Context: an optimization exercise on an open-source flow, tuned for small area, a short achievable clock period and few clock cycles. The choices shown serve that exercise and are no tape-out recipe.
In this exercise RTL edits were held to simulation tests only and were not proved equivalent to the original.
Power is estimated from default activity; no workload was simulated.

==> flow/design.v <==
`timescale 1ns / 1ps
package lru_pkg;
  localparam int FRAME_SLOTS_DEF = 16;
  localparam int PAGE_W       = 16;
  localparam int STAMP_W      = 32;
  localparam int FAULT_CNT_W  = 32;
  localparam int FRAME_USED_W = 4;
  localparam int FRAMES_W     = 5;
  localparam logic [FRAMES_W-1:0] FRAMES_RESET = 5'd3;
  localparam int CFG_DATA_W = 32;
  localparam int CFG_ADDR_W = 2;
  localparam logic [CFG_ADDR_W-1:0] ADDR_FRAMES_IN_USE = 2'd0;
  typedef struct packed {
    logic hit;     
    logic empty;   
  } scan_flags_t;
endpackage
`timescale 1ns / 1ps
`timescale 1ns / 1ps
`timescale 1ns / 1ps
module lru_page_replacement #(
  parameter int FRAME_SLOTS = lru_pkg::FRAME_SLOTS_DEF
) (
  input  logic                             clk,
  input  logic                             rst_n,
  input  logic                             in_valid,
  output logic                             in_ready,
  input  logic [lru_pkg::PAGE_W-1:0]       in_page_number,
  output logic                             out_valid,
  input  logic                             out_ready,
  output logic                             out_fault,
  output logic [lru_pkg::FRAME_USED_W-1:0] out_frame_used,
  output logic                             out_evicted_valid,
  output logic [lru_pkg::PAGE_W-1:0]       out_evicted_page,
  output logic [lru_pkg::FAULT_CNT_W-1:0]  out_fault_total,
  input  logic                             cfg_psel,
  input  logic                             cfg_penable,
  input  logic                             cfg_pwrite,
  input  logic [lru_pkg::CFG_ADDR_W-1:0]   cfg_paddr,
  input  logic [lru_pkg::CFG_DATA_W-1:0]   cfg_pwdata,
  output logic [lru_pkg::CFG_DATA_W-1:0]   cfg_prdata,
  output logic                             cfg_pready
);
  localparam int N  = FRAME_SLOTS;
  localparam int PW = lru_pkg::PAGE_W;
  localparam int IDX_W = (N > 1) ? $clog2(N) : 1;
  logic [lru_pkg::FRAMES_W-1:0] frames_r;
  logic                         cfg_wr;
  logic [N-1:0]                 active;
  logic [N-1:0]                 act_nxt;
  assign cfg_pready = 1'b1;
  assign cfg_wr     = cfg_psel && cfg_penable && cfg_pwrite
                      && (cfg_paddr == lru_pkg::ADDR_FRAMES_IN_USE);
  assign cfg_prdata = (cfg_paddr == lru_pkg::ADDR_FRAMES_IN_USE)
                      ? lru_pkg::CFG_DATA_W'(frames_r) : '0;
  always_comb begin
    for (int k = 0; k < N; k++) begin
      act_nxt[k] = (k == 0) || (32'(cfg_pwdata[lru_pkg::FRAMES_W-1:0]) > k);
    end
  end
  always_ff @(posedge clk) begin
    if (!rst_n) begin
      frames_r <= lru_pkg::FRAMES_RESET;
      active   <= N'((1 << lru_pkg::FRAMES_RESET) - 1);
    end else if (cfg_wr) begin
      frames_r <= cfg_pwdata[lru_pkg::FRAMES_W-1:0];
      active   <= act_nxt;
    end
  end
  logic [PW-1:0] page_r [N];
  logic [N-1:0]  valid_r;
  logic [N-1:0]  rec_r [N];
  logic          b_v, o_v;
  logic [PW-1:0] b_page;
  logic [N-1:0]  b_match;
  logic          go;
  logic          acc;
  logic          commit;
  logic [N-1:0]  use_vec;
  assign go       = !o_v || out_ready;
  assign in_ready = go;
  assign acc      = in_valid && go;
  assign commit   = go && b_v;
  logic [N-1:0] in_match;
  logic         in_eq;
  assign in_eq = (in_page_number == b_page);
  always_comb begin
    for (int k = 0; k < N; k++) begin
      in_match[k] = use_vec[k] ? in_eq
                    : (valid_r[k] && active[k] && (page_r[k] == in_page_number));
    end
  end
  always_ff @(posedge clk) begin
    if (!rst_n) begin
      b_v <= 1'b0;
    end else if (go) begin
      b_v <= acc;
    end
  end
  always_ff @(posedge clk) begin
    if (go) begin
      b_page  <= in_page_number;
      b_match <= in_match;
    end
  end
  logic [N-1:0] m_vec, hit_sel, emp_vec, emp_sel, lru_sel, fill_sel;
  logic         hit, any_emp;
  logic [PW-1:0] lru_page;
  assign m_vec   = b_match;
  assign hit     = |m_vec;
  assign emp_vec = ~valid_r & active;
  always_comb begin
    for (int k = 0; k < N; k++) begin
      hit_sel[k] = m_vec[k];
      for (int j = 0; j < k; j++) begin
        hit_sel[k] = hit_sel[k] && !m_vec[j];
      end
    end
  end
  logic [N-1:0] top;
  logic         any_f, last_emp;
  always_comb begin
    for (int k = 0; k < N; k++) begin
      emp_sel[k] = emp_vec[k] && ((k == 0) || valid_r[(k == 0) ? 0 : k - 1]);
      top[k]     = active[k] && ((k == N - 1) || !active[(k == N - 1) ? k : k + 1]);
    end
  end
  assign any_f    = |emp_vec;
  assign last_emp = |(emp_sel & top);
  always_ff @(posedge clk) begin
    if (!commit) begin
      any_emp <= any_f;
    end else if (!hit && last_emp) begin
      any_emp <= 1'b0;
    end
  end
  always_comb begin
    for (int i = 0; i < N; i++) begin
      lru_sel[i] = active[i];
      for (int j = 0; j < N; j++) begin
        if (j < i) begin
          lru_sel[i] = lru_sel[i] && rec_r[j][i];
        end else if (j > i) begin
          lru_sel[i] = lru_sel[i] && (!active[j] || !rec_r[i][j]);
        end
      end
    end
  end
  always_comb begin
    lru_page = '0;
    for (int k = 0; k < N; k++) begin
      lru_page = lru_page | (page_r[k] & {PW{lru_sel[k]}});
    end
  end
  assign fill_sel = any_emp ? emp_sel : lru_sel;
  assign use_vec  = (hit ? hit_sel : fill_sel) & {N{b_v}};
  always_ff @(posedge clk) begin
    for (int k = 0; k < N; k++) begin
      if (commit && !hit && fill_sel[k]) begin
        page_r[k] <= b_page;
      end
    end
  end
  always_ff @(posedge clk) begin
    if (!rst_n) begin
      valid_r <= '0;
    end else if (commit) begin
      valid_r <= valid_r | (fill_sel & {N{!hit}});
    end
  end
  always_ff @(posedge clk) begin
    for (int i = 0; i < N; i++) begin
      for (int j = i + 1; j < N; j++) begin
        if (commit && use_vec[i]) begin
          rec_r[i][j] <= 1'b1;
        end else if (commit && use_vec[j]) begin
          rec_r[i][j] <= 1'b0;
        end
      end
    end
  end
  function automatic logic [IDX_W-1:0] enc(input logic [N-1:0] v);
    enc = '0;
    for (int k = 0; k < N; k++) begin
      if (v[k]) begin
        enc = enc | IDX_W'(k);
      end
    end
  endfunction
  logic [IDX_W-1:0] use_idx;
  assign use_idx = hit ? enc(hit_sel) : (any_emp ? enc(emp_sel) : enc(lru_sel));
  logic                            fault_r;
  logic [lru_pkg::FRAME_USED_W-1:0] frame_used_r;
  logic                            ev_valid_r;
  logic [PW-1:0]                   ev_page_r;
  logic [lru_pkg::FAULT_CNT_W-1:0] fault_cnt_r;
  always_ff @(posedge clk) begin
    if (!rst_n) begin
      o_v <= 1'b0;
    end else if (go) begin
      o_v <= b_v;
    end
  end
  always_ff @(posedge clk) begin
    if (!rst_n) begin
      fault_cnt_r <= '0;
    end else if (commit && !hit && (fault_cnt_r != '1)) begin
      fault_cnt_r <= fault_cnt_r + 1'b1;
    end
  end
  always_ff @(posedge clk) begin
    if (commit) begin
      fault_r      <= !hit;
      frame_used_r <= lru_pkg::FRAME_USED_W'(use_idx);
      ev_valid_r   <= !hit && !any_emp;
      ev_page_r    <= (!hit && !any_emp) ? lru_page : '0;
    end
  end
  assign out_valid         = o_v;
  assign out_fault         = fault_r;
  assign out_frame_used    = frame_used_r;
  assign out_evicted_valid = ev_valid_r;
  assign out_evicted_page  = ev_page_r;
  assign out_fault_total   = fault_cnt_r;
endmodule
==> flow/run.sh <==
#!/bin/bash
# synth_recipe.tcl (not shown) runs the flow's synth.tcl, then flattens the netlist and writes it again
# the make line also repeats each setting of config.mk as NAME=value (left out here)
make -C /OpenROAD-flow-scripts/flow DESIGN_CONFIG=/design/flow/config.mk WORK_HOME=/design/flow/orfs CLKGATE_MAP_FILE= SYNTH_SCRIPT=/design/flow/synth_recipe.tcl finish
==> flow/config.mk <==
export PLATFORM = sky130hd
export DESIGN_NAME = lru_page_replacement
export DESIGN_NICKNAME = lru_page_replacement
export VERILOG_FILES = /design/flow/design.v
export SDC_FILE = /design/flow/constraint.sdc
export NUM_CORES = 4
export LEC_CHECK = 0
export ABC_CLOCK_PERIOD_IN_PS = 2200
export CAP_MARGIN = 20
export CORE_MARGIN = 2
export CORE_UTILIZATION = 55
export SETUP_SLACK_MARGIN = 2.3
export SLEW_MARGIN = 20
==> flow/constraint.sdc <==
create_clock -name core_clock -period 5.0 [get_ports {clk}]
set_input_delay 1.0000 -clock core_clock [delete_from_list [all_inputs] [get_ports {clk}]]
set_output_delay 1.0000 -clock core_clock [all_outputs]
set_load 0.01 [all_outputs]
==> results of run 1 <==
where the power goes:
part | internal (W) | leakage, nW | switching (W) | total (W)
combinational | 0.000621 | 5.01 | 0.000858 | 0.00148
sequential | 0.00481 | 4.46 | 0.000459 | 0.00527
clock | 0.00240 | 0.877 | 0.00170 | 0.00410
total | 0.00784 | 10.3 | 0.00302 | 0.0109
timing repair:
action,4_1_cts,5_1_grt
pin swaps,25,21
endpoints found under the setup margin,456,172
resized for setup,192,54
buffers inserted,34,16
cell families after synthesis:
| kind of cell | count (synthesis) |
|---|---|
| mux | 22 |
| compound gates | 400 |
| buf+inv | 180 |
| flops | 501 |
| fa+ha+maj | 1 |
| other cells | 2 |
| xor+xnor | 293 |
| simple gates | 647 |
cell type report:
| class | count | area, sq um | share of cell area |
|---|---|---|---|
| inverter | 26 | 108 | 0.00381 |
| multi-input combinational | 1391 | 10400 | 0.369 |
| sequential | 501 | 13200 | 0.466 |
| timing repair buffer | 221 | 2090 | 0.0740 |
| tap | 539 | 674 | 0.0239 |
| clock inverter | 29 | 309 | 0.0109 |
| clock buffer | 67 | 1480 | 0.0525 |
worst paths after layout:
check / startpoint / to / depth (start not counted)
hold reg to reg: frames_r[0]$_SDFFE_PN1P_ / frames_r[0]$_SDFFE_PN1P_ / 2
setup / recovery: active[13]$_SDFFE_PN0P_ / ev_page_r[6]$_SDFFCE_PN0P_ / 6
hold / removal: frames_r[0]$_SDFFE_PN1P_ / frames_r[0]$_SDFFE_PN1P_ / 2
setup reg to reg: active[13]$_SDFFE_PN0P_ / ev_page_r[6]$_SDFFCE_PN0P_ / 6
placed cells by master (no fill, tap or decap), types with 13 or more instances in the layout:
cell type	n
sky130_fd_sc_hd__a21o_1	66
sky130_fd_sc_hd__a21oi_1	18
sky130_fd_sc_hd__a221oi_1	35
sky130_fd_sc_hd__a22o_1	56
sky130_fd_sc_hd__a22oi_1	52
sky130_fd_sc_hd__a31oi_1	16
sky130_fd_sc_hd__and2_1	35
sky130_fd_sc_hd__and3_1	26
sky130_fd_sc_hd__buf_12	17
sky130_fd_sc_hd__buf_4	104
sky130_fd_sc_hd__clkbuf_16	57
sky130_fd_sc_hd__clkdlybuf4s50_1	65
sky130_fd_sc_hd__conb_1	28
sky130_fd_sc_hd__dfxtp_1	179
sky130_fd_sc_hd__edfxtp_1	311
sky130_fd_sc_hd__inv_1	24
sky130_fd_sc_hd__mux2_2	14
sky130_fd_sc_hd__nand2_1	184
sky130_fd_sc_hd__nand3_1	68
sky130_fd_sc_hd__nand3b_1	15
sky130_fd_sc_hd__nand4_1	102
sky130_fd_sc_hd__nor2_1	38
sky130_fd_sc_hd__nor3_1	21
sky130_fd_sc_hd__nor4_1	15
sky130_fd_sc_hd__o21a_1	21
sky130_fd_sc_hd__o21ai_0	23
sky130_fd_sc_hd__or4_1	14
sky130_fd_sc_hd__xnor2_1	207
sky130_fd_sc_hd__xnor2_2	13
sky130_fd_sc_hd__xor2_1	72
registers in the layout, indices dropped and copies added (netlist names), 5 cells and up:
name,cells
active,15
b_match,16
b_page,16
ev_page_r,16
fault_cnt_r,32
frames_r,5
page_r,256
rec_r,120
valid_r,16
per-layer routing:
| metal | up-vias | global-route usage | share of wire |
|---|---|---|---|
| met1 | 9464 | 0.541 | 0.36 |
| met5 | - | 0 | 0.00042 |
| met3 | 386 | 0.0895 | 0.12 |
| met2 | 1518 | 0.636 | 0.44 |
| met4 | 6 | 0.285 | 0.081 |
| li1 | 7936 | - | - |
stage by stage:
stage	total power (W)	utilization
after floorplan	0.00599	-
after global placement	0.00655	0.599
after detailed placement	0.00658	0.599
after CTS	0.0107	0.663
after global routing	0.0111	0.671
final	0.0109	0.671
worst reg2reg max path, cell delays in order (launching register included):
cell                        delay (ns)
sky130_fd_sc_hd__dfxtp_2          0.48
sky130_fd_sc_hd__buf_6            0.22
sky130_fd_sc_hd__a222oi_1         0.13
sky130_fd_sc_hd__and3_2           0.40
sky130_fd_sc_hd__a2111oi_1        0.91
sky130_fd_sc_hd__and3_1           0.27
sky130_fd_sc_hd__a31oi_1          0.11
==> flow_summary.json, run 1 <==
{
  "outcome": "complete, no violations",
  "synthesis.area_sq_mm": 0.0235,
  "synth_largest_area_cell": "sky130_fd_sc_hd__edfxtp_1",
  "min_period_ns": 2.80,
  "fin_crit_sh": 0.561,
  "grt_start_max_net_pins": 79,
  "synth_simple_gate_area_share": 0.151,
  "path_category_of_the_worst_min_delay_check": "reg2reg",
  "postRouteAntennaNets": 0,
  "dr.pass1.iters": 6,
  "gp_congestion": 1.10,
  "crit_path_max_fanout": 11,
  "vdd_ir_drop_max_v": 0.000399,
  "worst_slew_pin_slew_ns": 0.914,
  "floorplan.io_pins": 146,
  "worstPathCellList": "buf_6 -> a222oi_1 -> and3_2 -> a2111oi_1 -> and3_1 -> a31oi_1",
  "finalMaxSlewViolations": 0,
  "critPathBufInv": 1,
  "synth_xor_area_frac": 0.109,
  "fin_cells": 2774,
  "netlist-cell-type-count": 86,
  "per_cell_via_count_in_the_routed_design": 6.96,
  "post_synth_mux_area_share": 0.0102,
  "max-cap-violations": 0,
  "number_of_enable_flip_flop_cells_after_synthesis": 311,
  "p_leak_nw": 10.3,
  "synth_top_family_by_area": "simple AND/OR/NAND/NOR gates",
  "timing.critical_path.slowest_stage_cell": "sky130_fd_sc_hd__a2111oi_1",
  "effective_utilization_at_floorplan": 0.559,
  "cp_data_arrival_time_ns": 3.15,
  "routedWlPerCell_microns": 33.5,
  "synth_ff_type": "sky130_fd_sc_hd__edfxtp_1",
  "worstPathRequired_ns": 5.34,
  "ctsRootBufferMaster": "sky130_fd_sc_hd__clkbuf_16",
  "worst_setup_path_start_kind": "register",
  "final_area_sq_mm": 0.0283,
  "class_of_the_most_critical_setup_path": "reg2reg",
  "clk_transition_reported_paths_ns": 0.06,
  "core-area_sq_mm": 0.0421,
  "groute.usage.overall": 0.419,
  "overflow": 0,
  "synth_seq_area_share": 0.558,
  "finalClockSkew_ns": 0.0555,
  "cts_tree": "yes",
  "yosys.area.top_type_share": 0.397,
  "end_kind": "register",
  "async_reset_ff_frac": 0,
  "relSlewSlack": 0.389,
  "drc": 0,
  "achievable-frequency_mhz": 357,
  "synth_commonest_cells": "311 x sky130_fd_sc_hd__edfxtp_1, 221 x sky130_fd_sc_hd__xnor2_1, 190 x sky130_fd_sc_hd__dfxtp_1, 189 x sky130_fd_sc_hd__nand2_1, 102 x sky130_fd_sc_hd__nand4_1",
  "die_w_microns": 211,
  "worst_path_largest_cell_delay_ns": 0.91,
  "power-per-cell-area_mw_per_mm2": 384,
  "synth.most_common_cell": "sky130_fd_sc_hd__edfxtp_1",
  "synth-adder-area-share": 0.000532,
  "routed-via-count": 19300,
  "synth.avg_cell_area_sq_um": 11.5,
  "insertion_delay_ns": 0.64,
  "post-route-worst-setup-slack_ns": 2.20,
  "cts_htree_levels": 2,
  "fin_nets": 2252,
  "layout-drive-gt1-share": 0.171,
  "r2r_slack_ns": 2.20,
  "first_global_vias": 18100,
  "antenna_found_initial": 4,
  "placement.setup.worst_slack_ns": 0.854,
  "antenna-diode-count": 0,
  "die-area_sq_mm": 0.0445,
  "fp-row-count": 75,
  "numPortBuffers": 90,
  "dp_hpwl_microns": 64500,
  "synthesis.instances": 2046,
  "cts.hold.buffers_added": 0,
  "max-clock-path-buffers": 3,
  "ys.warnings.count": 3,
  "placedCellCount": 2628,
  "detail_route.iter0.violations": 2983,
  "overall_routed_net_length_microns": 92900,
  "grt_setup_unrepaired": "true",
  "synthToLayoutAreaGrowth_pct": 20.1,
  "synth.ff_latch_count": 501,
  "worst_path_dominant_cell_family": "compound AO/OA/AOI/OAI gates",
  "cts_buffers": 53,
  "die_height_microns": 211,
  "placed_cell_area_sq_mm": 0.0252,
  "synth.area.top_cells": "sky130_fd_sc_hd__edfxtp_1 40%, sky130_fd_sc_hd__dfxtp_1 16%, sky130_fd_sc_hd__xnor2_1 8.2%",
  "fill_cells": 3197,
  "grt_first_pass_wirelength_microns": 132000,
  "totalNegativeSetupSlack_ns": 0,
  "cts.sink_count": 501,
  "synth_compound_area_frac": 0.134,
  "hold_viol_final": 0,
  "finalHoldWorstSlack_ns": 0.456,
  "setup_viol_count_final": 0
}
Testbench counts, summed over its fixed seeds: cycles 8,848.
==> inputs of run 2 (changes only) <==
--- a/flow/config.mk
+++ b/flow/config.mk
@@ -11,3 +11,4 @@
 export CORE_UTILIZATION = 55
 export SETUP_SLACK_MARGIN = 2.3
 export SLEW_MARGIN = 20
+export TNS_END_PERCENT = 50
==> flow_summary.json, run 2 <==
{
  "synth.area.top_cells": "sky130_fd_sc_hd__edfxtp_1 40%, sky130_fd_sc_hd__dfxtp_1 16%, sky130_fd_sc_hd__xnor2_1 8.2%",
  "detail_route.iter0.violations": 3083,
  "synth.most_common_cell": "sky130_fd_sc_hd__edfxtp_1",
  "numPortBuffers": 90,
  "max-clock-path-buffers": 3,
  "die_w_microns": 211,
  "finalClockSkew_ns": 0.0584,
  "synth_seq_area_share": 0.558,
  "floorplan.io_pins": 146,
  "fin_nets": 2246,
  "grt_first_pass_wirelength_microns": 129000,
  "die-area_sq_mm": 0.0445,
  "clk_transition_reported_paths_ns": 0.06,
  "mostFrequentLayoutCell": "sky130_fd_sc_hd__edfxtp_1",
  "crit_path_max_fanout": 18,
  "reg2regPathDepth": 7,
  "ctsRootBufferMaster": "sky130_fd_sc_hd__clkbuf_16",
  "postRouteAntennaNets": 0,
  "ys.warnings.count": 3,
  "min_period_ns": 2.79,
  "fill_cells": 3262,
  "groute.usage.overall": 0.411,
  "worst_hold_path_startpoint": "rec_r[1][7]$_SDFFE_PP1P_",
  "dp_hpwl_microns": 63000,
  "cts.hold.buffers_added": 0,
  "rr_endpoint": "ev_page_r[11]$_SDFFCE_PN0P_",
  "r2r_start": "active[9]$_SDFFE_PN0P_",
  "largest_reg_flops": 256,
  "grt_setup_unrepaired": "true",
  "effective_utilization_at_floorplan": 0.559,
  "die_height_microns": 211,
  "per_cell_via_count_in_the_routed_design": 6.88,
  "top_regs": "page_r x256, rec_r x120, fault_cnt_r x32",
  "relSlewSlack": 0.408,
  "min_path_cells": 1,
  "drc": 0,
  "use_met2": 0.623,
  "routedWlPerCell_microns": 33.3,
  "class_of_the_most_critical_setup_path": "in2reg",
  "setup_viol_count_final": 0,
  "overall_routed_net_length_microns": 92100,
  "worstPathRequired_ns": 5.46,
  "worst_slew_pin_slew_ns": 0.889,
  "dr.pass1.iters": 6,
  "max-cap-violations": 0,
  "antenna_found_initial": 1,
  "number_of_enable_flip_flop_cells_after_synthesis": 311,
  "grtUsageMet3": 0.0834,
  "min_delay_worst_endpoint": "rec_r[1][7]$_SDFFE_PP1P_",
  "synth_ff_type": "sky130_fd_sc_hd__edfxtp_1",
  "end_kind": "register",
  "placement.setup.worst_slack_ns": 0.489,
  "cts_tree": "yes",
  "achievable-frequency_mhz": 358,
  "commonest_cells_after_routing_fill_and_taps_aside": "311 x sky130_fd_sc_hd__edfxtp_1, 209 x sky130_fd_sc_hd__xnor2_1, 183 x sky130_fd_sc_hd__nand2_1",
  "synth_commonest_cells": "311 x sky130_fd_sc_hd__edfxtp_1, 221 x sky130_fd_sc_hd__xnor2_1, 190 x sky130_fd_sc_hd__dfxtp_1, 189 x sky130_fd_sc_hd__nand2_1, 102 x sky130_fd_sc_hd__nand4_1",
  "cts_buffers": 52,
  "routed-via-count": 19000,
  "fp-row-count": 75,
  "overflow": 0,
  "gp_congestion": 1.06,
  "outcome": "complete, no violations",
  "worst_setup_path_start_kind": "input port",
  "post-layout-total-power_w": 0.0105,
  "finalHoldWorstSlack_ns": 0.455,
  "global_route.peak_usage_layer": "met2",
  "synthToLayoutAreaGrowth_pct": 19.5,
  "synth.ff_latch_count": 501,
  "groute.layer.met1.usage": 0.529,
  "synth_largest_area_cell": "sky130_fd_sc_hd__edfxtp_1",
  "power-per-cell-area_mw_per_mm2": 375,
  "cts.sink_count": 501,
  "core-area_sq_mm": 0.0421,
  "async_reset_ff_frac": 0,
  "yosys.area.top_type_share": 0.397,
  "largest_register_by_flop_count": "page_r",
  "layout-drive-gt1-share": 0.174,
  "first_global_vias": 18000,
  "cts_htree_levels": 2,
  "cp_data_arrival_time_ns": 3.26,
  "fin_crit_sh": 0.559,
  "hold_viol_final": 0,
  "totalNegativeSetupSlack_ns": 0,
  "r2r_slack_ns": 2.23,
  "path_category_of_the_worst_min_delay_check": "reg2reg",
  "synthesis.instances": 2046,
  "p_leak_nw": 10.3,
  "synthesis.area_sq_mm": 0.0235,
  "netlist-cell-type-count": 86,
  "finalMaxSlewViolations": 0,
  "vdd_ir_drop_max_v": 0.000327,
  "post-route-worst-setup-slack_ns": 2.21,
  "insertion_delay_ns": 0.64,
  "synth.avg_cell_area_sq_um": 11.5,
  "grt_start_max_net_pins": 70
}
-- run 2: cell count changes in the layout (fill, tap and decap cells not counted), sizes merged, moves of 2 or more --
cell / previous run / this run
buf: 140 / 131
dlymetal6s2s: 3 / 1
clkbuf: 71 / 66
clkinv: 21 / 27
clkinvlp: 1 / 3
clkdlybuf4s15: 4 / 9
bufinv: 6 / 4
-- run 2: worst max-delay path by stage --
stage | from | end | cells after the start
6_report | in_page_number[5] | b_match[3]$_DFFE_PN_ | 7
5_1_grt | active[9]$_SDFFE_PN0P_ | ev_page_r[11]$_SDFFCE_PN0P_ | 7
4_1_cts | in_page_number[0] | b_match[4]$_DFFE_PN_ | 8
3_5_place_dp | in_page_number[0] | b_match[4]$_DFFE_PN_ | 8
3_3_place_gp | in_page_number[0] | b_match[4]$_DFFE_PN_ | 8
2_1_floorplan | in_page_number[9] | b_match[9]$_DFFE_PN_ | 7
-- run 2: metal layers --
metal	vias up	wire, microns	part of all wire
met5	-	0	0
met1	9272	33300	0.36
li1	7946	-	-
met3	350	10800	0.12
met2	1476	40400	0.44
met4	0	7660	0.083
-- run 2: what timing repair did --
item,4_1_cts,5_1_grt
endpoints found under the hold margin,0,0
endpoints found under the setup margin,460,145
setup buffers,33,20
resized for setup,211,48
gates cloned,2,0
pin swaps,20,14
-- run 2: area by class of cell --
type | instances | area [sq um] | share of cell area
Clock buffer | 61 | 1360 | 0.0482
Tap cell | 539 | 674 | 0.0240
Multi-Input combinational cell | 1392 | 10400 | 0.371
Timing Repair Buffer | 215 | 2060 | 0.0734
Clock inverter | 34 | 292 | 0.0104
Inverter | 26 | 116 | 0.00414
Antenna cell | 1 | 2.50 | 0.0000890
Sequential cell | 501 | 13200 | 0.468
-- run 2: through the flow --
step,util,cell area [sq um],instances
after floorplan,-,23800,2072
after global placement,0.597,25100,2618
after detailed placement,0.597,25100,2618
after CTS,0.661,27800,2748
after global routing,0.667,28100,2768
final,0.667,28100,2769
-- run 2: cells by family after synthesis --
kind of cell,share of synthesized area
adders and majority gates,0.000532
DFF,0.558
muxes,0.0102
and+or+nand+nor,0.151
other,0.000319
xor gates and xnor gates,0.109
AOI/OAI and AO/OA,0.134
buffers and inverters,0.0369
-- run 2: critical path, stage by stage --
cell	delay, ns
sky130_fd_sc_hd__clkdlybuf4s50_1	0.51
sky130_fd_sc_hd__buf_12	0.19
sky130_fd_sc_hd__xnor2_1	0.14
sky130_fd_sc_hd__nand4_1	0.31
sky130_fd_sc_hd__or4_4	0.54
sky130_fd_sc_hd__nor4_4	0.34
sky130_fd_sc_hd__mux2_2	0.21
-- run 2: power breakdown --
part           switching [W]  leakage [nW]  internal [W]
Clock                0.00170         0.807       0.00214
Sequential          0.000441          4.46       0.00481
Combinational       0.000850          5.01      0.000579
==> inputs of run 3 (changes only) <==
==> flow/flow/run.sh (new file) <==
#!/bin/bash
# Standard layout, with the port buffers made of plain buffers (buf_4)
# instead of the delay cells buffer_ports picks by default.
set -e
echo 'export BUFFER_PORTS_ARGS = -buffer_cell sky130_fd_sc_hd__buf_4' >> config.mk
bash standard.sh > standard.log 2>&1
==> flow/standard.sh (new file) <==
#!/bin/bash
# synth_recipe.tcl (not shown) runs the flow's synth.tcl, then flattens the netlist and writes it again
# the make line also repeats each setting of config.mk as NAME=value (left out here)
make -C /OpenROAD-flow-scripts/flow DESIGN_CONFIG=/design/flow/config.mk WORK_HOME=/design/flow/orfs CLKGATE_MAP_FILE= SYNTH_SCRIPT=/design/flow/synth_recipe.tcl "${@:-finish}"
--- a/flow/config.mk
+++ b/flow/config.mk
@@ -11,4 +11,4 @@
 export CORE_UTILIZATION = 55
 export SETUP_SLACK_MARGIN = 2.3
 export SLEW_MARGIN = 20
-export TNS_END_PERCENT = 50
+export BUFFER_PORTS_ARGS = -buffer_cell sky130_fd_sc_hd__buf_4
removed: flow/run.sh
==> flow_summary.json, run 3 <==
{
  "outcome": "complete, no violations",
  "fp-row-count": 75,
  "hold_viol_final": 0,
  "number_of_enable_flip_flop_cells_after_synthesis": 311,
  "worst_slew_pin_slew_ns": 0.904,
  "synth.avg_cell_area_sq_um": 11.5,
  "synth_largest_area_cell": "sky130_fd_sc_hd__edfxtp_1",
  "cts.sink_count": 501,
  "synth.most_common_cell": "sky130_fd_sc_hd__edfxtp_1",
  "clk_transition_reported_paths_ns": 0.06,
  "placement.setup.worst_slack_ns": 1.26,
  "die-area_sq_mm": 0.0445,
  "placedCellCount": 2586,
  "overflow": 0,
  "post-layout-total-power_w": 0.0105,
  "die_height_microns": 211,
  "layout-drive-gt1-share": 0.170,
  "post-route-util": 0.648,
  "path_category_of_the_worst_min_delay_check": "reg2reg",
  "synth_commonest_cells": "311 x sky130_fd_sc_hd__edfxtp_1, 221 x sky130_fd_sc_hd__xnor2_1, 190 x sky130_fd_sc_hd__dfxtp_1, 189 x sky130_fd_sc_hd__nand2_1, 102 x sky130_fd_sc_hd__nand4_1",
  "dr.pass1.iters": 8,
  "vdd_ir_drop_max_v": 0.000306,
  "gp_congestion": 0.991,
  "insertion_delay_ns": 0.64,
  "core-area_sq_mm": 0.0421,
  "r2r_start": "active[13]$_SDFFE_PN0P_",
  "netlist-cell-type-count": 86,
  "synth.area.top_cells": "sky130_fd_sc_hd__edfxtp_1 40%, sky130_fd_sc_hd__dfxtp_1 16%, sky130_fd_sc_hd__xnor2_1 8.2%",
  "groute.usage.overall": 0.406,
  "per_cell_via_count_in_the_routed_design": 6.92,
  "setup_viol_count_final": 0,
  "grt_setup_unrepaired": "true",
  "class_of_the_most_critical_setup_path": "in2reg",
  "largest_register_by_flop_count": "page_r",
  "async_reset_ff_frac": 0,
  "cts_htree_levels": 2,
  "timing.critical_path.from": "in_page_number[12]",
  "p_leak_nw": 9.94,
  "synthesis.instances": 2046,
  "fin_crit_sh": 0.574,
  "finalClockSkew_ns": 0.0434,
  "worstPathRequired_ns": 5.49,
  "antenna_found_initial": 1,
  "finalMaxSlewViolations": 0,
  "detail_route.iter0.violations": 2882,
  "routed-via-count": 18800,
  "min_period_ns": 2.87,
  "totalNegativeSetupSlack_ns": 0,
  "synthesis.area_sq_mm": 0.0235,
  "cts_buffers": 53,
  "commonest_cells_after_routing_fill_and_taps_aside": "311 x sky130_fd_sc_hd__edfxtp_1, 217 x sky130_fd_sc_hd__xnor2_1, 184 x sky130_fd_sc_hd__nand2_1",
  "postRouteAntennaNets": 0,
  "largest_reg_flops": 256,
  "top_regs": "page_r x256, rec_r x120, fault_cnt_r x32",
  "achievable-frequency_mhz": 348,
  "die_w_microns": 211,
  "max-clock-path-buffers": 3,
  "routedWlPerCell_microns": 33.4,
  "end_kind": "register",
  "relSlewSlack": 0.397,
  "grt_start_max_net_pins": 79,
  "synthToLayoutAreaGrowth_pct": 16.0,
  "cp_data_arrival_time_ns": 3.36,
  "numPortBuffers": 90,
  "power-per-cell-area_mw_per_mm2": 384,
  "yosys.area.top_type_share": 0.397,
  "dp_hpwl_microns": 62300,
  "first_global_vias": 17500,
  "synth_ff_type": "sky130_fd_sc_hd__edfxtp_1",
  "mostFrequentLayoutCell": "sky130_fd_sc_hd__edfxtp_1",
  "cts_tree": "yes",
  "overall_routed_net_length_microns": 90600,
  "synth.ff_latch_count": 501,
  "synth_seq_area_share": 0.558,
  "effective_utilization_at_floorplan": 0.559,
  "fin_nets": 2189,
  "max-cap-violations": 0,
  "ctsRootBufferMaster": "sky130_fd_sc_hd__clkbuf_16",
  "ys.warnings.count": 3,
  "worst_hold_path_startpoint": "rec_r[1][4]$_SDFFE_PP1P_",
  "drc": 0,
  "grt_first_pass_wirelength_microns": 127000,
  "post-route-worst-setup-slack_ns": 2.13,
  "worst_setup_path_start_kind": "input port",
  "fin_cells": 2710,
  "floorplan.io_pins": 146,
  "crit_path_max_fanout": 18
}
-- run 3: cell counts after synthesis --
No cell type changed its count.
-- run 3: worst max-delay path: stages --
cell and delay (ns):
sky130_fd_sc_hd__buf_4 0.21, sky130_fd_sc_hd__xnor2_1 0.46, sky130_fd_sc_hd__nand4_1 0.27, sky130_fd_sc_hd__or4_1 0.58, sky130_fd_sc_hd__nor4_1 0.53, sky130_fd_sc_hd__mux2_2 0.28
-- run 3: cells by family (layout without fill, tap and decap cells) --
kind of cell    Yosys count  in the layout  synth area share
simple gates            647            647             0.151
buf+inv                 180            278            0.0369
fa+ha+maj                 1              1          0.000532
compound gates          400            400             0.134
xor+xnor                293            293             0.109
other cells               2             29          0.000319
mux                      22             22            0.0102
flops                   501            501             0.558
-- run 3: final timing paths --
| path | end | slack, ns | cells past startpoint |
|---|---|---|---|
| worst max-delay path | b_match[8]$_DFFE_PN_ | 2.13 | 6 |
| worst min-delay path | rec_r[1][4]$_SDFFE_PP1P_ | 0.46 | 1 |
| worst max register to register | frame_used_r[3]$_DFFE_PP_ | 2.22 | 7 |
| worst min register to register | rec_r[1][4]$_SDFFE_PP1P_ | 0.46 | 1 |
-- run 3: timing repair --
| action | in CTS | in global routing |
|---|---|---|
| endpoints found under the setup margin | 442 | 110 |
| setup buffers | 24 | 3 |
| hold buffers | 0 | 0 |
| pin swaps | 18 | 4 |
| gates cloned | 2 | 0 |
| resized for setup | 114 | 23 |
-- run 3: power breakdown --
group | total, W | leakage (nW) | switching, W | internal (W)
combinational | 0.00137 | 4.68 | 0.000836 | 0.000538
sequential | 0.00527 | 4.46 | 0.000454 | 0.00481
clock | 0.00383 | 0.800 | 0.00166 | 0.00217
-- run 3: metrics by stage --
step           hold WS, ns  cell area (sq um)
6_report             0.456              27300
2_1_floorplan        0.426              23800
3_5_place_dp         0.440              24700
5_1_grt              0.463              27300
3_3_place_gp         0.433              24700
4_1_cts              0.454              27200
-- run 3: routing by layer --
layer / up-vias / part of all wire / GRT usage
met1: 9219 / 0.37 / 0.529
met5: - / 0 / 0
met4: 0 / 0.087 / 0.291
met3: 346 / 0.11 / 0.0775
li1: 7819 / - / -
met2: 1377 / 0.43 / 0.611
-- run 3: cell type report --
type,count,area (sq um)
diodes,1,2.50
clock buffers,82,1510
clock inverters,12,141
fillers,3339,14800
inverters,26,114
multi-input cells,1391,10300
flip-flops and latches,501,13200
well taps,539,674
repair buffers,157,1400
repair inverters,1,5.00
==> inputs of run 4 (changes only) <==
--- a/flow/config.mk
+++ b/flow/config.mk
@@ -10,5 +10,5 @@
 export CORE_MARGIN = 2
 export CORE_UTILIZATION = 55
 export SETUP_SLACK_MARGIN = 2.3
-export SLEW_MARGIN = 20
+export SLEW_MARGIN = 60
 export BUFFER_PORTS_ARGS = -buffer_cell sky130_fd_sc_hd__buf_4
==> flow_summary.json, run 4 <==
{
  "floorplan.io_pins": 146,
  "numPortBuffers": 90,
  "final_area_sq_mm": 0.0274,
  "die-area_sq_mm": 0.0445,
  "synthToLayoutAreaGrowth_pct": 16.6,
  "per_cell_via_count_in_the_routed_design": 6.96,
  "clk_transition_reported_paths_ns": 0.07,
  "hold_viol_final": 0,
  "reg2regPathDepth": 8,
  "setup_viol_count_final": 0,
  "min_period_ns": 2.89,
  "placed_cell_area_sq_mm": 0.0252,
  "detail_route.iter0.violations": 2871,
  "insertion_delay_ns": 0.64,
  "post-layout-total-power_w": 0.0104,
  "grt_start_max_net_pins": 79,
  "finalClockSkew_ns": 0.0456,
  "max-clock-path-buffers": 3,
  "drc": 0,
  "cts.sink_count": 501,
  "yosys.area.top_type_share": 0.397,
  "cts_htree_levels": 2,
  "power-per-cell-area_mw_per_mm2": 381,
  "ys.warnings.count": 3,
  "gp_congestion": 0.991,
  "postRouteAntennaNets": 0,
  "finalMaxSlewViolations": 0,
  "global_route.peak_usage_layer": "met2",
  "synth.most_common_cell": "sky130_fd_sc_hd__edfxtp_1",
  "fp-row-count": 75,
  "cp_data_arrival_time_ns": 3.36,
  "achievable-frequency_mhz": 346,
  "totalNegativeSetupSlack_ns": 0,
  "r2r_slack_ns": 2.25,
  "largest_reg_flops": 256,
  "cts_tree": "yes",
  "post-route-util": 0.651,
  "max-cap-violations": 0,
  "effective_utilization_at_floorplan": 0.559,
  "number_of_enable_flip_flop_cells_after_synthesis": 311,
  "min_path_cells": 1,
  "async_reset_ff_frac": 0,
  "core-area_sq_mm": 0.0421,
  "synth_largest_area_cell": "sky130_fd_sc_hd__edfxtp_1",
  "netlist-cell-type-count": 86,
  "crit_path_max_fanout": 18,
  "overall_routed_net_length_microns": 90900,
  "synthesis.instances": 2046,
  "rr_endpoint": "ev_page_r[5]$_SDFFCE_PN0P_",
  "synth.avg_cell_area_sq_um": 11.5,
  "synth_ff_type": "sky130_fd_sc_hd__edfxtp_1",
  "finalHoldWorstSlack_ns": 0.455,
  "relSlewSlack": 0.570,
  "routed-via-count": 19000,
  "ctsRootBufferMaster": "sky130_fd_sc_hd__clkbuf_16",
  "fin_crit_sh": 0.577,
  "synthesis.area_sq_mm": 0.0235,
  "path_category_of_the_worst_min_delay_check": "reg2reg",
  "overflow": 0,
  "fin_nets": 2210,
  "dp_hpwl_microns": 64100,
  "synth.area.top_cells": "sky130_fd_sc_hd__edfxtp_1 40%, sky130_fd_sc_hd__dfxtp_1 16%, sky130_fd_sc_hd__xnor2_1 8.2%",
  "synth.ff_latch_count": 501,
  "min_delay_worst_endpoint": "rec_r[1][7]$_SDFFE_PP1P_",
  "antenna_found_initial": 2,
  "grt_first_pass_wirelength_microns": 127000,
  "worstPathRequired_ns": 5.47,
  "p_leak_nw": 10.0,
  "routedWlPerCell_microns": 33.3,
  "groute.usage.overall": 0.405,
  "largest_register_by_flop_count": "page_r",
  "end_kind": "register",
  "commonest_cells_after_routing_fill_and_taps_aside": "311 x sky130_fd_sc_hd__edfxtp_1, 217 x sky130_fd_sc_hd__xnor2_1, 185 x sky130_fd_sc_hd__nand2_1",
  "die_w_microns": 211,
  "die_height_microns": 211,
  "worst_hold_path_startpoint": "rec_r[1][7]$_SDFFE_PP1P_",
  "grt_setup_unrepaired": "true",
  "cts.hold.buffers_added": 0,
  "r2r_start": "active[13]$_SDFFE_PN0P_",
  "mostFrequentLayoutCell": "sky130_fd_sc_hd__edfxtp_1",
  "outcome": "complete, no violations",
  "top_regs": "page_r x256, rec_r x120, fault_cnt_r x32",
  "class_of_the_most_critical_setup_path": "in2reg",
  "use_met2": 0.619,
  "synth_seq_area_share": 0.558,
  "grtUsageMet3": 0.0889,
  "worst_slew_pin_slew_ns": 0.639,
  "worst_setup_path_start_kind": "input port",
  "layout-drive-gt1-share": 0.184,
  "groute.layer.met1.usage": 0.518,
  "synth_commonest_cells": "311 x sky130_fd_sc_hd__edfxtp_1, 221 x sky130_fd_sc_hd__xnor2_1, 190 x sky130_fd_sc_hd__dfxtp_1, 189 x sky130_fd_sc_hd__nand2_1, 102 x sky130_fd_sc_hd__nand4_1",
  "dr.pass1.iters": 6,
  "vdd_ir_drop_max_v": 0.000357,
  "first_global_vias": 17500,
  "cts_buffers": 52
}
## run 4: repair_timing
| item | CTS | global route |
|---|---|---|
| endpoints found under the setup margin | 407 | 130 |
| setup buffers | 10 | 6 |
| pin swaps | 9 | 7 |
| gates cloned | 1 | 0 |
| gates resized for setup | 62 | 26 |
## run 4: cells by family (layout without fill, tap and decap cells)
family	after synthesis	after routing	share of synthesized area
AOI/OAI and AO/OA	400	400	0.134
buffers and inverters	180	296	0.0369
DFF	501	501	0.558
muxes	22	22	0.0102
other	2	29	0.000319
xor gates and xnor gates	293	293	0.109
adders and majority gates	1	1	0.000532
and+or+nand+nor	647	647	0.151
## run 4: layout make-up
type | count | area [sq um]
flip-flops and latches | 501 | 13200
clock buffers | 74 | 1440
clock inverters | 16 | 171
fillers | 3294 | 14700
well taps | 539 | 674
multi-input cells | 1391 | 10300
diodes | 1 | 2.50
inverters | 26 | 110
repair buffers | 180 | 1540
## run 4: power by group
part,internal [W],switching (W)
logic,0.000556,0.000848
registers,0.00481,0.000448
clock network,0.00210,0.00168
## run 4: worst max-delay path by stage
stage | startpoint | end | slack (ns)
floorplan | in_page_number[3] | b_match[3]$_DFFE_PN_ | 2.30
global placement | b_match[8]$_DFFE_PN_ | rec_r[2][3]$_SDFFE_PP1P_ | 1.33
detailed placement | out_ready | rec_r[10][11]$_SDFFE_PP1P_ | 1.54
CTS | b_match[8]$_DFFE_PN_ | rec_r[10][11]$_SDFFE_PP1P_ | 2.24
global route | active[13]$_SDFFE_PN0P_ | ev_page_r[13]$_SDFFCE_PN0P_ | 2.26
finish | in_page_number[8] | b_match[15]$_DFFE_PN_ | 2.11
## run 4: worst max-delay path, cell delays in order
cell and delay [ns]:
sky130_fd_sc_hd__buf_4 0.22, sky130_fd_sc_hd__xnor2_1 0.54, sky130_fd_sc_hd__nand4_1 0.33, sky130_fd_sc_hd__or4_1 0.62, sky130_fd_sc_hd__nor4_2 0.38, sky130_fd_sc_hd__mux2_2 0.25
## run 4: per-layer routing
layer,wire length (microns),vias to the layer above,part of all wire
li1,-,7845,-
met1,33100,9325,0.36
met3,10300,376,0.11
met4,7530,2,0.083
met5,13,-,0.00014
met2,40000,1430,0.44
## run 4: through the flow
stage,instances,setup slack [ns]
3_3_place_gp,2586,1.33
4_1_cts,2720,2.24
3_5_place_dp,2619,1.54
6_report,2728,2.11
2_1_floorplan,2072,2.30
5_1_grt,2727,2.26
==> inputs of run 5 (changes only) <==
--- a/flow/config.mk
+++ b/flow/config.mk
@@ -10,5 +10,6 @@
 export CORE_MARGIN = 2
 export CORE_UTILIZATION = 55
 export SETUP_SLACK_MARGIN = 2.3
-export SLEW_MARGIN = 60
+export SLEW_MARGIN = 20
+export TNS_END_PERCENT = 50
 export BUFFER_PORTS_ARGS = -buffer_cell sky130_fd_sc_hd__buf_4
==> flow_summary.json, run 5 <==
{
  "outcome": "complete, no violations",
  "dr.pass1.iters": 6,
  "dp_hpwl_microns": 62600,
  "drc": 0,
  "worst_hold_path_startpoint": "rec_r[0][1]$_SDFFE_PP1P_",
  "synth.ff_latch_count": 501,
  "synth.most_common_cell": "sky130_fd_sc_hd__edfxtp_1",
  "post-route-util": 0.650,
  "routed-via-count": 18900,
  "post-layout-total-power_w": 0.0104,
  "detail_route.iter0.violations": 2919,
  "totalNegativeSetupSlack_ns": 0,
  "die-area_sq_mm": 0.0445,
  "fin_nets": 2203,
  "commonest_cells_after_routing_fill_and_taps_aside": "311 x sky130_fd_sc_hd__edfxtp_1, 219 x sky130_fd_sc_hd__xnor2_1, 185 x sky130_fd_sc_hd__nand2_1",
  "overflow": 0,
  "setup_viol_count_final": 0,
  "synthToLayoutAreaGrowth_pct": 16.4,
  "mostFrequentLayoutCell": "sky130_fd_sc_hd__edfxtp_1",
  "numPortBuffers": 90,
  "synthesis.instances": 2046,
  "fin_crit_sh": 0.577,
  "worst_slew_pin_slew_ns": 0.959,
  "maxUsedRoutingLayer": "met5",
  "worstPathCellList": "buf_4 -> xor2_1 -> nor4_1 -> nand4_1 -> nor4_2 -> mux2_2",
  "rr_endpoint": "frame_used_r[1]$_DFFE_PP_",
  "class_of_the_most_critical_setup_path": "in2reg",
  "cts.sink_count": 501,
  "routedWlPerCell_microns": 33.3,
  "worst_setup_path_start_kind": "input port",
  "worst_path_dominant_cell_family": "simple AND/OR/NAND/NOR gates",
  "p_leak_nw": 10.0,
  "r2r_start": "active[10]$_SDFFE_PN0P_",
  "r2r_slack_ns": 2.27,
  "power-per-cell-area_mw_per_mm2": 381,
  "crit_path_max_fanout": 18,
  "finalClockSkew_ns": 0.0427,
  "effective_utilization_at_floorplan": 0.559,
  "synth_commonest_cells": "311 x sky130_fd_sc_hd__edfxtp_1, 221 x sky130_fd_sc_hd__xnor2_1, 190 x sky130_fd_sc_hd__dfxtp_1, 189 x sky130_fd_sc_hd__nand2_1, 102 x sky130_fd_sc_hd__nand4_1",
  "synth_seq_area_share": 0.558,
  "clk_transition_reported_paths_ns": 0.06,
  "ys.warnings.count": 3,
  "min_path_cells": 1,
  "groute.usage.overall": 0.402,
  "netlist-cell-type-count": 86,
  "max-clock-path-buffers": 3,
  "min_delay_worst_endpoint": "rec_r[0][1]$_SDFFE_PP1P_",
  "worst_path_largest_cell_delay_ns": 0.77,
  "floorplan.io_pins": 146,
  "synthesis.area_sq_mm": 0.0235,
  "relSlewSlack": 0.361,
  "reg2regPathDepth": 8,
  "largest_reg_flops": 256,
  "fp-row-count": 75,
  "largest_register_by_flop_count": "page_r",
  "gp_congestion": 1.03,
  "routed-wl-met3_microns": 10200,
  "insertion_delay_ns": 0.62,
  "synth.area.top_cells": "sky130_fd_sc_hd__edfxtp_1 40%, sky130_fd_sc_hd__dfxtp_1 16%, sky130_fd_sc_hd__xnor2_1 8.2%",
  "overall_routed_net_length_microns": 90900,
  "vdd_ir_drop_max_v": 0.000332,
  "postRouteAntennaNets": 0,
  "per_cell_via_count_in_the_routed_design": 6.92,
  "cts_tree": "yes",
  "max-cap-violations": 0,
  "die_height_microns": 211,
  "routed-wl-met2_microns": 40200,
  "min_period_ns": 2.88,
  "critical_path_cell_count": 6,
  "antenna_found_initial": 2,
  "worstPathRequired_ns": 5.46,
  "critPathBufInv": 1,
  "synth_largest_area_cell": "sky130_fd_sc_hd__edfxtp_1",
  "grt_setup_unrepaired": "true",
  "synth_ff_type": "sky130_fd_sc_hd__edfxtp_1",
  "hold_viol_final": 0,
  "top_regs": "page_r x256, rec_r x120, fault_cnt_r x32",
  "async_reset_ff_frac": 0,
  "core-area_sq_mm": 0.0421,
  "ctsRootBufferMaster": "sky130_fd_sc_hd__clkbuf_16",
  "placement.setup.worst_slack_ns": 1.31,
  "met1Wirelength_microns": 32700,
  "layout-drive-gt1-share": 0.178,
  "grt_first_pass_wirelength_microns": 126000,
  "cts_buffers": 52,
  "finalMaxSlewViolations": 0,
  "die_w_microns": 211,
  "cp_data_arrival_time_ns": 3.34,
  "synth.avg_cell_area_sq_um": 11.5,
  "grt_start_max_net_pins": 79,
  "end_kind": "register",
  "cts_htree_levels": 2,
  "path_category_of_the_worst_min_delay_check": "reg2reg",
  "first_global_vias": 17400,
  "yosys.area.top_type_share": 0.397,
  "number_of_enable_flip_flop_cells_after_synthesis": 311,
  "achievable-frequency_mhz": 347,
  "post-route-worst-setup-slack_ns": 2.12,
  "timing.critical_path.slowest_stage_cell": "sky130_fd_sc_hd__nor4_1"
}
[run 5: cell counts after synthesis]
No cell type changed its count.
[run 5: how the worst max path moves through the flow]
| stage | start | slack (ns) | end |
|---|---|---|---|
| 6_report | in_page_number[6] | 2.12 | b_match[14]$_DFFE_PN_ |
| 5_1_grt | in_page_number[6] | 2.15 | b_match[14]$_DFFE_PN_ |
| 4_1_cts | in_page_number[9] | 1.93 | b_match[13]$_DFFE_PN_ |
| 3_5_place_dp | b_match[8]$_DFFE_PN_ | 1.31 | rec_r[2][3]$_SDFFE_PP1P_ |
| 3_3_place_gp | active[5]$_SDFFE_PN0P_ | 1.32 | ev_page_r[3]$_SDFFCE_PN0P_ |
| 2_1_floorplan | in_page_number[9] | 2.17 | b_match[9]$_DFFE_PN_ |
[run 5: layer usage]
metal,vias up,global-route usage
met5,-,0
met4,2,0.278
met3,317,0.0749
met1,9244,0.521
met2,1441,0.613
li1,7849,-
[run 5: where the power goes]
group / internal (W) / total, W / switching [W]
clock: 0.00212 / 0.00379 / 0.00166
combinational: 0.000548 / 0.00139 / 0.000843
sequential: 0.00481 / 0.00525 / 0.000440
[run 5: cell families (layout without fill, tap and decap cells)]
group,count (synthesis),count (layout),synth area share
and+or+nand+nor,647,647,0.151
xor gates and xnor gates,293,293,0.109
buffers and inverters,180,293,0.0369
muxes,22,22,0.0102
DFF,501,501,0.558
other,2,29,0.000319
AOI/OAI and AO/OA,400,400,0.134
adders and majority gates,1,1,0.000532
[run 5: metrics by stage]
step	cell area, sq um	std cells	hold WS, ns
final	27400	2725	0.452
after global placement	24700	2588	0.433
after CTS	27000	2704	0.453
after detailed placement	24700	2588	0.440
after floorplan	23800	2072	0.426
after global routing	27400	2724	0.471
[run 5: final cells by class]
| cell class | count | area [sq um] |
|---|---|---|
| tap | 539 | 674 |
| clock buffer | 67 | 1400 |
| timing repair buffer | 173 | 1540 |
| fill | 3307 | 14700 |
| sequential | 501 | 13200 |
| antenna | 1 | 2.50 |
| clock inverter | 27 | 231 |
| multi-input combinational | 1391 | 10300 |
| inverter | 26 | 109 |
[run 5: timing repair]
action / 4_1_cts / 5_1_grt
pin swaps: 18 / 11
cloned: 0 / 1
resized for setup: 89 / 43
hold buffers: 0 / 0
setup buffers: 22 / 19
endpoints found under the setup margin: 446 / 133
==> inputs of run 6 (changes only) <==
--- a/flow/config.mk
+++ b/flow/config.mk
@@ -9,7 +9,6 @@
 export CAP_MARGIN = 20
 export CORE_MARGIN = 2
 export CORE_UTILIZATION = 55
-export SETUP_SLACK_MARGIN = 2.3
+export SETUP_SLACK_MARGIN = 2.5
 export SLEW_MARGIN = 20
-export TNS_END_PERCENT = 50
 export BUFFER_PORTS_ARGS = -buffer_cell sky130_fd_sc_hd__buf_4
==> flow_summary.json, run 6 <==
{
  "setup_viol_count_final": 0,
  "worstPathCellList": "buf_6 -> a222oi_1 -> and3_1 -> and3_2 -> buf_8 -> a22o_1 -> nor3_2 -> a31oi_1",
  "cts_buffers": 53,
  "finalClockSkew_ns": 0.0382,
  "synth.most_common_cell": "sky130_fd_sc_hd__edfxtp_1",
  "relSlewSlack": 0.364,
  "synth_simple_gate_area_share": 0.151,
  "synth.ff_latch_count": 501,
  "effective_utilization_at_floorplan": 0.559,
  "postRouteAntennaNets": 0,
  "die_w_microns": 211,
  "gp_congestion": 1.08,
  "synthToLayoutAreaGrowth_pct": 21.6,
  "timing.critical_path.slowest_stage_cell": "sky130_fd_sc_hd__nor3_2",
  "routedWlPerCell_microns": 34.1,
  "largest_register_by_flop_count": "page_r",
  "groute.usage.overall": 0.420,
  "r2r_start": "active[11]$_SDFFE_PN0P_",
  "class_of_the_most_critical_setup_path": "reg2reg",
  "worst_slew_pin_slew_ns": 0.951,
  "overflow": 0,
  "fp-row-count": 75,
  "detail_route.iter0.violations": 3431,
  "first_global_vias": 18000,
  "routed-via-count": 19400,
  "clk_transition_reported_paths_ns": 0.06,
  "max-clock-path-buffers": 3,
  "hold_viol_final": 0,
  "vdd_ir_drop_max_v": 0.000287,
  "core-area_sq_mm": 0.0421,
  "power-per-cell-area_mw_per_mm2": 386,
  "insertion_delay_ns": 0.65,
  "worst_setup_path_start_kind": "register",
  "cts_htree_levels": 2,
  "ys.warnings.count": 3,
  "fill_cells": 3240,
  "netlist-cell-type-count": 86,
  "grt_setup_unrepaired": "true",
  "overall_routed_net_length_microns": 94500,
  "grt_start_max_net_pins": 79,
  "clkPwrFrac": 0.382,
  "synth-adder-area-share": 0.000532,
  "worstPathRequired_ns": 5.33,
  "totalNegativeSetupSlack_ns": 0,
  "timing.critical_path.from": "active[11]$_SDFFE_PN0P_",
  "fin_nets": 2250,
  "die-area_sq_mm": 0.0445,
  "max-cap-violations": 0,
  "cp_data_arrival_time_ns": 2.96,
  "post-route-worst-setup-slack_ns": 2.37,
  "async_reset_ff_frac": 0,
  "p_leak_nw": 10.6,
  "layout-drive-gt1-share": 0.223,
  "r2r_slack_ns": 2.37,
  "mostFrequentLayoutCell": "sky130_fd_sc_hd__edfxtp_1",
  "synth.avg_cell_area_sq_um": 11.5,
  "outcome": "complete, no violations",
  "post_synth_mux_area_share": 0.0102,
  "seqPwrFrac": 0.478,
  "synth_xor_area_frac": 0.109,
  "floorplan.io_pins": 146,
  "largest_reg_flops": 256,
  "synth_compound_area_frac": 0.134,
  "placement.setup.worst_slack_ns": 1.32,
  "achievable-frequency_mhz": 380,
  "synth_largest_area_cell": "sky130_fd_sc_hd__edfxtp_1",
  "synth_seq_area_share": 0.558,
  "worst_path_largest_cell_delay_ns": 0.46,
  "top_regs": "page_r x256, rec_r x120, fault_cnt_r x32",
  "min_period_ns": 2.63,
  "yosys.area.top_type_share": 0.397,
  "synth.area.top_cells": "sky130_fd_sc_hd__edfxtp_1 40%, sky130_fd_sc_hd__dfxtp_1 16%, sky130_fd_sc_hd__xnor2_1 8.2%",
  "drc": 0,
  "synth_commonest_cells": "311 x sky130_fd_sc_hd__edfxtp_1, 221 x sky130_fd_sc_hd__xnor2_1, 190 x sky130_fd_sc_hd__dfxtp_1, 189 x sky130_fd_sc_hd__nand2_1, 102 x sky130_fd_sc_hd__nand4_1",
  "synth_ff_type": "sky130_fd_sc_hd__edfxtp_1",
  "finalMaxSlewViolations": 0,
  "number_of_enable_flip_flop_cells_after_synthesis": 311,
  "commonest_cells_after_routing_fill_and_taps_aside": "311 x sky130_fd_sc_hd__edfxtp_1, 211 x sky130_fd_sc_hd__xnor2_1, 183 x sky130_fd_sc_hd__nand2_1",
  "intPower_w": 0.00790,
  "end_kind": "register",
  "swShare": 0.284,
  "synth_top_family_by_area": "simple AND/OR/NAND/NOR gates",
  "comb_power_share": 0.140,
  "power_switching_w": 0.00314,
  "cts.sink_count": 501,
  "grt_first_pass_wirelength_microns": 131000,
  "dr.pass1.iters": 8,
  "fin_crit_sh": 0.526,
  "numPortBuffers": 90,
  "cts_tree": "yes",
  "per_cell_via_count_in_the_routed_design": 7.00,
  "synthesis.instances": 2046,
  "crit_path_max_fanout": 16,
  "antenna_found_initial": 3,
  "path_category_of_the_worst_min_delay_check": "reg2reg",
  "worst_hold_path_startpoint": "rec_r[1][7]$_SDFFE_PP1P_",
  "ctsRootBufferMaster": "sky130_fd_sc_hd__clkbuf_16",
  "die_height_microns": 211,
  "multi_input_area_sq_mm": 0.0107,
  "synthesis.area_sq_mm": 0.0235,
  "dp_hpwl_microns": 62500,
  "register_area_sq_mm": 0.0132
}
[run 6: cell counts after synthesis]
Identical to the previous run, type by type.
[run 6: timing repair]
item                                    4_1_cts  5_1_grt
gates resized for setup                     170       62
pin swaps                                    35       33
buffers inserted                             55       39
endpoints found under the setup margin      462      161
hold buffers                                  0        0
cloned                                        3        0
[run 6: layout make-up]
| cell class | count | share of cell area |
|---|---|---|
| sequential | 501 | 0.461 |
| multi-input combinational | 1392 | 0.375 |
| clock inverter | 30 | 0.0125 |
| inverter | 26 | 0.00424 |
| antenna | 1 | 0.0000875 |
| clock buffer | 68 | 0.0520 |
| timing repair buffer | 218 | 0.0722 |
| tap | 539 | 0.0236 |
[run 6: stage by stage]
step                      power [W]  std cells   util  cell area, sq um  hold WS, ns
after CTS                    0.0109       2735  0.663             27900        0.454
after detailed placement    0.00655       2579  0.586             24700        0.440
final                        0.0110       2775  0.679             28600        0.456
after floorplan             0.00600       2072      -             23900        0.426
after global placement      0.00652       2579  0.586             24700        0.434
after global routing         0.0113       2774  0.679             28600        0.482
[run 6: logic make-up (layout without fill, tap and decap cells)]
family | Yosys count | count (layout)
simple gates | 647 | 648
flops | 501 | 501
compound gates | 400 | 400
xor+xnor | 293 | 293
buf+inv | 180 | 342
mux | 22 | 22
other cells | 2 | 29
fa+ha+maj | 1 | 1
[run 6: routing by layer]
layer / global-route usage / part of all wire
met3: 0.102 / 0.12
met1: 0.542 / 0.36
met2: 0.624 / 0.43
met4: 0.297 / 0.087
met5: 0 / 0.00023
[run 6: power by group through the flow]
stage / Sequential (W) / Combinational (W) / Clock (W)
detailed placement: 0.00532 / 0.00123 / 0
floorplan: 0.00515 / 0.000850 / 0
finish: 0.00528 / 0.00154 / 0.00422
CTS: 0.00525 / 0.00141 / 0.00422
global placement: 0.00532 / 0.00121 / 0
global route: 0.00531 / 0.00161 / 0.00437
[run 6: path summary, 6_finish.rpt]
| kind | end | cells after the start |
|---|---|---|
| min reg2reg | rec_r[1][7]$_SDFFE_PP1P_ | 1 |
| max reg2reg | ev_page_r[13]$_SDFFCE_PN0P_ | 8 |
| max | ev_page_r[13]$_SDFFCE_PN0P_ | 8 |
| min | rec_r[1][7]$_SDFFE_PP1P_ | 1 |
[run 6: worst max-delay path: cells and delay by family, from the launching register on]
kind / cells / cell delay [ns]
AO/OA/AOI/OAI: 3 / 0.54
buffers and inverters: 2 / 0.42
flip-flops: 1 / 0.42
AND/OR/NAND/NOR: 3 / 0.94
==> inputs of run 7 (changes only) <==
--- a/flow/config.mk
+++ b/flow/config.mk
@@ -9,6 +9,6 @@
 export CAP_MARGIN = 20
 export CORE_MARGIN = 2
 export CORE_UTILIZATION = 55
-export SETUP_SLACK_MARGIN = 2.5
+export SETUP_SLACK_MARGIN = 2.6
 export SLEW_MARGIN = 20
 export BUFFER_PORTS_ARGS = -buffer_cell sky130_fd_sc_hd__buf_4
==> flow_summary.json, run 7 <==
{
  "placement.setup.worst_slack_ns": 1.33,
  "drc": 0,
  "floorplan.io_pins": 146,
  "effective_utilization_at_floorplan": 0.559,
  "placedCellCount": 2585,
  "cp_data_arrival_time_ns": 2.89,
  "achievable-frequency_mhz": 392,
  "routedWlPerCell_microns": 33.5,
  "end_kind": "register",
  "synth.avg_cell_area_sq_um": 11.5,
  "hold_viol_final": 0,
  "crit_path_max_fanout": 8,
  "finalHoldWorstSlack_ns": 0.458,
  "grt_setup_unrepaired": "true",
  "synthesis.area_sq_mm": 0.0235,
  "synthToLayoutAreaGrowth_pct": 25.4,
  "synth_top_family_by_area": "simple AND/OR/NAND/NOR gates",
  "max-clock-path-buffers": 3,
  "cts_buffers": 51,
  "r2r_start": "active[12]$_SDFFE_PN0P_",
  "min_delay_worst_endpoint": "rec_r[3][5]$_SDFFE_PP1P_",
  "first_global_vias": 18000,
  "groute.usage.overall": 0.416,
  "worst_path_largest_cell_delay_ns": 0.50,
  "fin_cells": 2821,
  "postRouteAntennaNets": 0,
  "synth.most_common_cell": "sky130_fd_sc_hd__edfxtp_1",
  "numPortBuffers": 90,
  "worst_setup_path_start_kind": "register",
  "fin_crit_sh": 0.510,
  "overall_routed_net_length_microns": 94600,
  "rr_endpoint": "b_match[0]$_DFFE_PN_",
  "fill_cells": 3085,
  "overflow": 0,
  "synth_commonest_cells": "311 x sky130_fd_sc_hd__edfxtp_1, 221 x sky130_fd_sc_hd__xnor2_1, 190 x sky130_fd_sc_hd__dfxtp_1, 189 x sky130_fd_sc_hd__nand2_1, 102 x sky130_fd_sc_hd__nand4_1",
  "async_reset_ff_frac": 0,
  "synth_largest_area_cell": "sky130_fd_sc_hd__edfxtp_1",
  "reg2regPathDepth": 7,
  "p_leak_nw": 10.9,
  "path_category_of_the_worst_min_delay_check": "reg2reg",
  "finalMaxSlewViolations": 0,
  "synth_seq_area_share": 0.558,
  "synth.ff_latch_count": 501,
  "antenna_found_initial": 1,
  "setup_viol_count_final": 0,
  "detail_route.iter0.violations": 3118,
  "worstPathCellList": "buf_12 -> a222oi_1 -> nand3_1 -> or4_4 -> a21oi_4 -> o21a_1 -> mux2_2",
  "synth_ff_type": "sky130_fd_sc_hd__edfxtp_1",
  "power-per-cell-area_mw_per_mm2": 367,
  "die_w_microns": 211,
  "cts.sink_count": 501,
  "cts_htree_levels": 2,
  "post_synth_mux_area_share": 0.0102,
  "synth_xor_area_frac": 0.109,
  "synthesis.instances": 2046,
  "relSlewSlack": 0.409,
  "layout-drive-gt1-share": 0.255,
  "synth_compound_area_frac": 0.134,
  "r2r_slack_ns": 2.45,
  "class_of_the_most_critical_setup_path": "reg2reg",
  "ctsRootBufferMaster": "sky130_fd_sc_hd__clkbuf_16",
  "insertion_delay_ns": 0.63,
  "largest_reg_flops": 256,
  "worst_hold_path_startpoint": "rec_r[3][5]$_SDFFE_PP1P_",
  "die_height_microns": 211,
  "finalClockSkew_ns": 0.0421,
  "synth-adder-area-share": 0.000532,
  "gp_congestion": 1.04,
  "clk_transition_reported_paths_ns": 0.06,
  "routed-via-count": 19600,
  "per_cell_via_count_in_the_routed_design": 6.96,
  "mostFrequentLayoutCell": "sky130_fd_sc_hd__edfxtp_1",
  "synth_simple_gate_area_share": 0.151,
  "synth.area.top_cells": "sky130_fd_sc_hd__edfxtp_1 40%, sky130_fd_sc_hd__dfxtp_1 16%, sky130_fd_sc_hd__xnor2_1 8.2%",
  "outcome": "complete, no violations",
  "fp-row-count": 75,
  "number_of_enable_flip_flop_cells_after_synthesis": 311,
  "core-area_sq_mm": 0.0421,
  "cts.hold.buffers_added": 0,
  "worstPathRequired_ns": 5.34,
  "min_path_cells": 1,
  "post-route-worst-setup-slack_ns": 2.45,
  "vdd_ir_drop_max_v": 0.000391,
  "max-cap-violations": 0,
  "largest_register_by_flop_count": "page_r",
  "totalNegativeSetupSlack_ns": 0,
  "fin_nets": 2300,
  "dp_hpwl_microns": 62300,
  "post-route-util": 0.701,
  "yosys.area.top_type_share": 0.397,
  "top_regs": "page_r x256, rec_r x120, fault_cnt_r x32",
  "dr.pass1.iters": 9,
  "cts_tree": "yes",
  "timing.critical_path.from": "active[12]$_SDFFE_PN0P_",
  "grt_first_pass_wirelength_microns": 130000,
  "grt_start_max_net_pins": 79,
  "worst_slew_pin_slew_ns": 0.886,
  "min_period_ns": 2.55,
  "die-area_sq_mm": 0.0445,
  "ys.warnings.count": 3,
  "netlist-cell-type-count": 86,
  "timing.critical_path.slowest_stage_cell": "sky130_fd_sc_hd__or4_4",
  "commonest_cells_after_routing_fill_and_taps_aside": "311 x sky130_fd_sc_hd__edfxtp_1, 206 x sky130_fd_sc_hd__xnor2_1, 180 x sky130_fd_sc_hd__buf_4"
}
[run 7: cell families (layout without fill, tap and decap cells)]
family | after synthesis | in the layout
flip-flops | 501 | 501
AND/OR/NAND/NOR | 647 | 650
adder cells (fa/ha/maj) | 1 | 1
multiplexers | 22 | 22
AO/OA/AOI/OAI | 400 | 401
buffers and inverters | 180 | 384
other | 2 | 30
XOR/XNOR | 293 | 293
[run 7: area by class of cell]
cell class	instances	area [sq um]	share of cell area
inverter	26	130	0.00441
sequential	501	13200	0.447
clock buffer	67	1450	0.0491
timing repair buffer	267	2730	0.0924
multi-input combinational	1395	11100	0.376
clock inverter	24	259	0.00877
antenna	2	5.00	0.000170
tap	539	674	0.0228
[run 7: worst max-delay path: cells and delay by family (launching register included)]
family | cells | cell delay, ns
buf+inv | 1 | 0.14
mux | 1 | 0.32
simple gates | 2 | 0.71
compound gates | 3 | 0.75
flops | 1 | 0.36
[run 7: through the flow]
step | power, W | instance area [sq um]
floorplan | 0.00602 | 24100
global route | 0.0111 | 29500
detailed placement | 0.00655 | 24800
CTS | 0.0106 | 28400
global placement | 0.00652 | 24800
finish | 0.0108 | 29500
[run 7: worst max path at each step]
stage / end / slack [ns]
finish: b_match[0]$_DFFE_PN_ / 2.45
global route: b_match[3]$_DFFE_PN_ / 2.43
CTS: b_match[6]$_DFFE_PN_ / 2.48
detailed placement: rec_r[1][4]$_SDFFE_PP1P_ / 1.33
global placement: ev_page_r[9]$_SDFFCE_PN0P_ / 1.26
floorplan: page_r[7][0]$_DFFE_PP_ / 2.38
[run 7: layer usage]
layer | vias to the layer above | global-route usage | part of all wire
met5 | - | 0 | 0
met4 | 0 | 0.297 | 0.090
met3 | 395 | 0.0873 | 0.12
met2 | 1536 | 0.631 | 0.43
met1 | 9666 | 0.533 | 0.36
li1 | 8050 | - | -
[run 7: power by group]
part	switching, W	leakage (nW)	internal (W)	total, W
sequential	0.000464	4.46	0.00481	0.00527
clock	0.00166	0.842	0.00229	0.00395
combinational	0.000934	5.65	0.000683	0.00162
[run 7: what timing repair did]
action	4_1_cts	5_1_grt
setup buffers	75	59
gates cloned	5	4
resized for setup	220	125
pin swaps	40	63
setup endpoints to repair	466	230

[static timing again, ports no longer ideal]
Ports are ideal in the flow. The routed layouts listed here were re-timed in OpenROAD.
Step 1 sets driving cells, clkbuf_16 on the clock port and buf_2 on the other inputs (assumed; they add their load-dependent delay and slew).
Step 2 times the ports against the registers' clock, not the clock port: input delays grow and output delays shrink by t, the midpoint of the rising clock arrivals with the driver on.
Slacks: ideal / step 1 / step 2; pairs: ideal / step 1.
run	t (ns)	setup slack, ns	worst setup path at the end	slew at the worst register clock pin (ns)
run 1	0.676	2.195 / 2.195 / 1.599	input to register	0.07 / 0.07
run 2	0.677	2.206 / 2.229 / 1.569	input to register	0.07 / 0.07
run 3	0.675	2.130 / 2.168 / 1.493	input to register	0.07 / 0.07
run 4	0.676	2.113 / 2.151 / 1.474	input to register	0.07 / 0.07
run 5	0.663	2.116 / 2.151 / 1.488	input to register	0.07 / 0.07
run 6	0.684	2.370 / 2.370 / 1.733	input to register	0.07 / 0.07
run 7	0.666	2.449 / 2.449 / 1.847	input to register	0.07 / 0.07
After both steps every run listed still meets setup and hold. For run 4, which loses most, drivers alone change the setup slack by +0.038 ns; drivers and shift together by -0.639 ns.
